From an optimization exercise on the open Yosys and OpenROAD flow, aimed at small area; shortcuts taken in it are not production practice.
Function was checked by simulation only, so behaviour that the tests miss may differ from the original.
No activity file was given, so power comes from the tool's default toggle rates.

==> build 15 <==
==> flow/design.v <==
package dpram_pkg;
    localparam int RDW_READ_FIRST  = 0;
    localparam int RDW_WRITE_FIRST = 1;
    localparam int DEFAULT_DATA_W = 8;
    localparam int DEFAULT_ADDR_W = 7;
    localparam int OUT_STAGES = 1;
endpackage
module dpram_port_pipe #(
    parameter int DATA_W = 8,
    parameter int STAGES = 1
) (
    input  logic              clk,
    input  logic              rst_n,
    input  logic              acc,
    input  logic [DATA_W-1:0] rdata,
    output logic [DATA_W-1:0] q,
    output logic              vld
);
    logic [STAGES-1:0]             vld_pipe;
    logic [STAGES-1:0][DATA_W-1:0] q_pipe;
    always_ff @(posedge clk or negedge rst_n) begin
        if (!rst_n) begin
            vld_pipe <= '0;
            q_pipe   <= '0;
        end else begin
            vld_pipe[0] <= acc;
            if (acc)
                q_pipe[0] <= rdata;
            for (int i = 1; i < STAGES; i++) begin
                vld_pipe[i] <= vld_pipe[i-1];
                q_pipe[i]   <= q_pipe[i-1];
            end
        end
    end
    assign q   = q_pipe[STAGES-1];
    assign vld = vld_pipe[STAGES-1];
endmodule
module param_dual_ram #(
    parameter int DATA_W   = 8,
    parameter int ADDR_W   = dpram_pkg::DEFAULT_ADDR_W,
    parameter int RDW_MODE = dpram_pkg::RDW_READ_FIRST
) (
    input  logic              clk,
    input  logic              rst_n,
    input  logic              en1,
    input  logic              en2,
    input  logic              wr1,
    input  logic              wr2,
    input  logic [ADDR_W-1:0] a1,
    input  logic [ADDR_W-1:0] a2,
    input  logic [DATA_W-1:0] d1,
    input  logic [DATA_W-1:0] d2,
    output logic [DATA_W-1:0] q1,
    output logic [DATA_W-1:0] q2,
    output logic              vld1,
    output logic              vld2,
    output logic              coll
);
    localparam int DEPTH = 2 ** ADDR_W;
    logic [DATA_W-1:0] mem [DEPTH];
    logic              acc1, acc2;
    logic              wen1, wen2;
    logic              same_addr;
    logic              coll_now;
    logic [DATA_W-1:0] rdata1, rdata2;
    logic [dpram_pkg::OUT_STAGES-1:0] coll_pipe;
    always_comb begin
        acc1      = en1 & rst_n;
        acc2      = en2 & rst_n;
        same_addr = (a1 == a2);
        wen1      = acc1 & wr1;
        wen2      = acc2 & wr2 & ~(wen1 & same_addr);
        coll_now  = acc1 & acc2 & same_addr & (wr1 | wr2);
        rdata1    = (wr1 && RDW_MODE == dpram_pkg::RDW_WRITE_FIRST) ? d1 : mem[a1];
        rdata2    = (wr2 && RDW_MODE == dpram_pkg::RDW_WRITE_FIRST) ? d2 : mem[a2];
    end
    always_ff @(posedge clk) begin
        if (wen1)
            mem[a1] <= d1;
        if (wen2)
            mem[a2] <= d2;
    end
    always_ff @(posedge clk or negedge rst_n) begin
        if (!rst_n) begin
            coll_pipe <= '0;
        end else begin
            coll_pipe[0] <= coll_now;
            for (int i = 1; i < dpram_pkg::OUT_STAGES; i++)
                coll_pipe[i] <= coll_pipe[i-1];
        end
    end
    assign coll = coll_pipe[dpram_pkg::OUT_STAGES-1];
    dpram_port_pipe #(.DATA_W(DATA_W), .STAGES(dpram_pkg::OUT_STAGES)) u_pipe1 (
        .clk   (clk),
        .rst_n (rst_n),
        .acc   (acc1),
        .rdata (rdata1),
        .q     (q1),
        .vld   (vld1)
    );
    dpram_port_pipe #(.DATA_W(DATA_W), .STAGES(dpram_pkg::OUT_STAGES)) u_pipe2 (
        .clk   (clk),
        .rst_n (rst_n),
        .acc   (acc2),
        .rdata (rdata2),
        .q     (q2),
        .vld   (vld2)
    );
endmodule
==> flow/run.sh <==
#!/bin/bash
# synth_recipe.tcl (not shown) runs the flow's synth.tcl, then flattens the netlist and writes it again
# the make line also repeats each setting of config.mk as NAME=value (left out here)
make -C /OpenROAD-flow-scripts/flow DESIGN_CONFIG=/design/flow/config.mk WORK_HOME=/design/flow/orfs CLKGATE_MAP_FILE= SYNTH_SCRIPT=/design/flow/synth_recipe.tcl finish
==> flow/config.mk <==
export PLATFORM = sky130hd
export DESIGN_NAME = param_dual_ram
export DESIGN_NICKNAME = param_dual_ram
export VERILOG_FILES = /design/flow/design.v
export SDC_FILE = /design/flow/constraint.sdc
export NUM_CORES = 4
export LEC_CHECK = 0
export CAP_MARGIN = 20
export CORE_MARGIN = 2
export CORE_UTILIZATION = 40
export SLEW_MARGIN = 20
==> flow/constraint.sdc <==
create_clock -name core_clock -period 6.0 [get_ports {clk}]
set_input_delay 1.2000 -clock core_clock [delete_from_list [all_inputs] [get_ports {clk}]]
set_output_delay 1.2000 -clock core_clock [all_outputs]
set_load 0.01 [all_outputs]
==> inputs of trial 70, as changes to build 15 <==
==> flow/design.v (replaced) <==
package dpram_pkg;
    localparam int RDW_READ_FIRST  = 0;
    localparam int RDW_WRITE_FIRST = 1;
    localparam int DEFAULT_DATA_W = 8;
    localparam int DEFAULT_ADDR_W = 7;
    localparam int OUT_STAGES = 1;
endpackage
module dp_aoi222 (
    input  logic a0, a1, b0, b1, c0, c1,
    output logic y
);
    assign y = ~((a0 & a1) | (b0 & b1) | (c0 & c1));
endmodule
module dp_inv (
    input  logic a,
    output logic y
);
    assign y = ~a;
endmodule
module dp_nor2 (
    input  logic a, b,
    output logic y
);
    assign y = ~(a | b);
endmodule
module dp_nand_tree #(
    parameter int N = 43
) (
    input  logic [N-1:0] x,
    output logic         y
);
    assign y = ~&x;
endmodule
module dp_rmux #(
    parameter int N = 129
) (
    input  logic [N-1:0] sel,
    input  logic [N-1:0] dat,
    output logic         y
);
    localparam int G = N / 3;
    logic [G-1:0] yn;
    for (genvar g = 0; g < G; g++) begin : g_aoi
        dp_aoi222 u_aoi (
            .a0(sel[3*g]),   .a1(dat[3*g]),
            .b0(sel[3*g+1]), .b1(dat[3*g+1]),
            .c0(sel[3*g+2]), .c1(dat[3*g+2]),
            .y (yn[g])
        );
    end
    dp_nand_tree #(.N(G)) u_or (.x(yn), .y(y));
endmodule
module param_dual_ram #(
    parameter int DATA_W   = 8,
    parameter int ADDR_W   = dpram_pkg::DEFAULT_ADDR_W
) (
    input  logic              clk,
    input  logic              rst_n,
    input  logic              en1,
    input  logic              en2,
    input  logic              wr1,
    input  logic              wr2,
    input  logic [ADDR_W-1:0] a1,
    input  logic [ADDR_W-1:0] a2,
    input  logic [DATA_W-1:0] d1,
    input  logic [DATA_W-1:0] d2,
    output logic [DATA_W-1:0] q1,
    output logic [DATA_W-1:0] q2,
    output logic              vld1,
    output logic              vld2,
    output logic              coll
);
    localparam int DEPTH = 2 ** ADDR_W;
    localparam int LO_W  = ADDR_W / 2;           
    localparam int HI_W  = ADDR_W - LO_W;        
    localparam int NA    = 2 ** LO_W;
    localparam int NB    = 2 ** HI_W;
    localparam int NSEL  = ((DEPTH + 1 + 2) / 3) * 3;   
    logic [DATA_W-1:0] mem [DEPTH];
    logic acc1, acc2, wen1, wen2, same_addr, coll_now;
    always_comb begin
        acc1      = en1 & rst_n;
        acc2      = en2 & rst_n;
        same_addr = (a1 == a2);
        wen1      = acc1 & wr1;
        wen2      = acc2 & wr2 & ~(wen1 & same_addr);
        coll_now  = acc1 & acc2 & same_addr & (wr1 | wr2);
    end
    logic [NA-1:0] pa1_n, pa2_n;
    logic [NB-1:0] pr1_n, pr2_n, pw1_n, pw2_n;
    for (genvar i = 0; i < NA; i++) begin : g_pa
        assign pa1_n[i] = ~(a1[LO_W-1:0] == LO_W'(i));
        assign pa2_n[i] = ~(a2[LO_W-1:0] == LO_W'(i));
    end
    for (genvar j = 0; j < NB; j++) begin : g_pb
        assign pr1_n[j] = ~(acc1 & (a1[ADDR_W-1:LO_W] == HI_W'(j)));
        assign pr2_n[j] = ~(acc2 & (a2[ADDR_W-1:LO_W] == HI_W'(j)));
        assign pw1_n[j] = ~(wen1 & (a1[ADDR_W-1:LO_W] == HI_W'(j)));
        assign pw2_n[j] = ~(wen2 & (a2[ADDR_W-1:LO_W] == HI_W'(j)));
    end
    logic [NSEL-1:0] r1, r2;                     
    logic [NSEL-1:0][DATA_W-1:0] rd;             
    for (genvar w = 0; w < DEPTH; w++) begin : g_word
        localparam int I = w % NA;
        localparam int J = w / NA;
        logic s1, s2, h;
        dp_nor2 u_r1 (.a(pa1_n[I]), .b(pr1_n[J]), .y(r1[w]));
        dp_nor2 u_r2 (.a(pa2_n[I]), .b(pr2_n[J]), .y(r2[w]));
        dp_nor2 u_s1 (.a(pa1_n[I]), .b(pw1_n[J]), .y(s1));
        dp_nor2 u_s2 (.a(pa2_n[I]), .b(pw2_n[J]), .y(s2));
        dp_nor2 u_h  (.a(s1), .b(s2), .y(h));
        for (genvar b = 0; b < DATA_W; b++) begin : g_bit
            logic nxt_n;
            dp_aoi222 u_aoi (
                .a0(s1), .a1(d1[b]),
                .b0(s2), .b1(d2[b]),
                .c0(h),  .c1(mem[w][b]),
                .y (nxt_n)
            );
            logic nxt;
            dp_inv u_inv (.a(nxt_n), .y(nxt));
            always_ff @(posedge clk)
                mem[w][b] <= nxt;
        end
        assign rd[w] = mem[w];
    end
    for (genvar k = DEPTH; k < NSEL; k++) begin : g_pad
        assign rd[k] = '0;
        if (k > DEPTH) begin : g_z
            assign r1[k] = 1'b0;
            assign r2[k] = 1'b0;
        end
    end
    assign r1[DEPTH] = ~acc1;
    assign r2[DEPTH] = ~acc2;
    always_ff @(posedge clk or negedge rst_n) begin
        if (!rst_n) coll <= 1'b0;
        else        coll <= coll_now;
    end
    always_ff @(posedge clk or negedge rst_n) begin
        if (!rst_n) begin
            vld1 <= 1'b0;
            vld2 <= 1'b0;
        end else begin
            vld1 <= acc1;
            vld2 <= acc2;
        end
    end
    for (genvar b = 0; b < DATA_W; b++) begin : g_q
        logic [NSEL-1:0] col1, col2;
        logic n1, n2;
        for (genvar k = 0; k < NSEL; k++) begin : g_c
            if (k == DEPTH) begin : g_h
                assign col1[k] = q1[b];
                assign col2[k] = q2[b];
            end else begin : g_m
                assign col1[k] = rd[k][b];
                assign col2[k] = rd[k][b];
            end
        end
        dp_rmux #(.N(NSEL)) u_m1 (.sel(r1), .dat(col1), .y(n1));
        dp_rmux #(.N(NSEL)) u_m2 (.sel(r2), .dat(col2), .y(n2));
        always_ff @(posedge clk or negedge rst_n) begin
            if (!rst_n) begin
                q1[b] <= 1'b0;
                q2[b] <= 1'b0;
            end else begin
                q1[b] <= n1;
                q2[b] <= n2;
            end
        end
    end
endmodule
--- a/flow/config.mk
+++ b/flow/config.mk
@@ -10,2 +10,3 @@
 export CORE_UTILIZATION = 40
 export SLEW_MARGIN = 20
+export SYNTH_HIERARCHICAL = 1
==> qor summary <==
quantity                                                   trial 70    build 15
Clock Buffer Count                                              165         142
Maximum clock frequency                                     203 MHz     211 MHz
Status                                     timing/DRC/antenna clean  timing/DRC/antenna clean
Post-Route Skew                                             35.2 ps     32.5 ps
Number of distinct library cells after synthesis                 32          85
Leading cell type in the layout, fill and taps excluded    a222oi_1    edfxtp_1
Hold Worst Slack                                             511 ps      658 ps
Area of the placeable core                               116000 µm²  158000 µm²
Multiplexer area fraction after synthesis                        0%       27.8%
Sequential power                                            7.77 mW     8.10 mW
Iteration-0 DRC Markers                                       18098        9887
Row count                                                       125         146
Clk cell area share                                           7.07%       5.78%
Total CTS buffers                                               113         116
PD cells                                                 300 nW/µm²  261 nW/µm²
Antenna diode instance count                                      4          21
Worst hold path depth                                             2           1
Instance count of the mapped netlist                           4808        4916
Number of filler instances in the final layout                10954       14319

==> re-timing with driven ports <==
No port has a modelled driver above. Below, the same layouts with a new extraction and two added sets of constraints.
Step 1, drivers: a clkbuf_16 drives clk and a buf_2 each remaining input, both assumed.
Step 2 moves the port delays by t, midway between the first and last clock arrival at a register: inputs arrive t later, outputs are due t later. That takes back most of the time a late clock gives input paths.
Slacks: ideal / step 1 / step 2; pairs: ideal / step 1.
| run | t, ns | setup slack, ns | hold WS [ns] |
|---|---|---|---|
| build 15 | 0.842 | 1.260 / 1.320 / 0.478 | 0.658 / 0.658 / 0.658 |
| trial 70 | 0.784 | 1.084 / 1.034 / 0.250 | 0.511 / 0.511 / 0.511 |
After both steps setup and hold are still met in every run listed. For trial 70, which loses most, drivers alone change the setup slack by -0.050 ns; drivers and shift together by -0.834 ns.
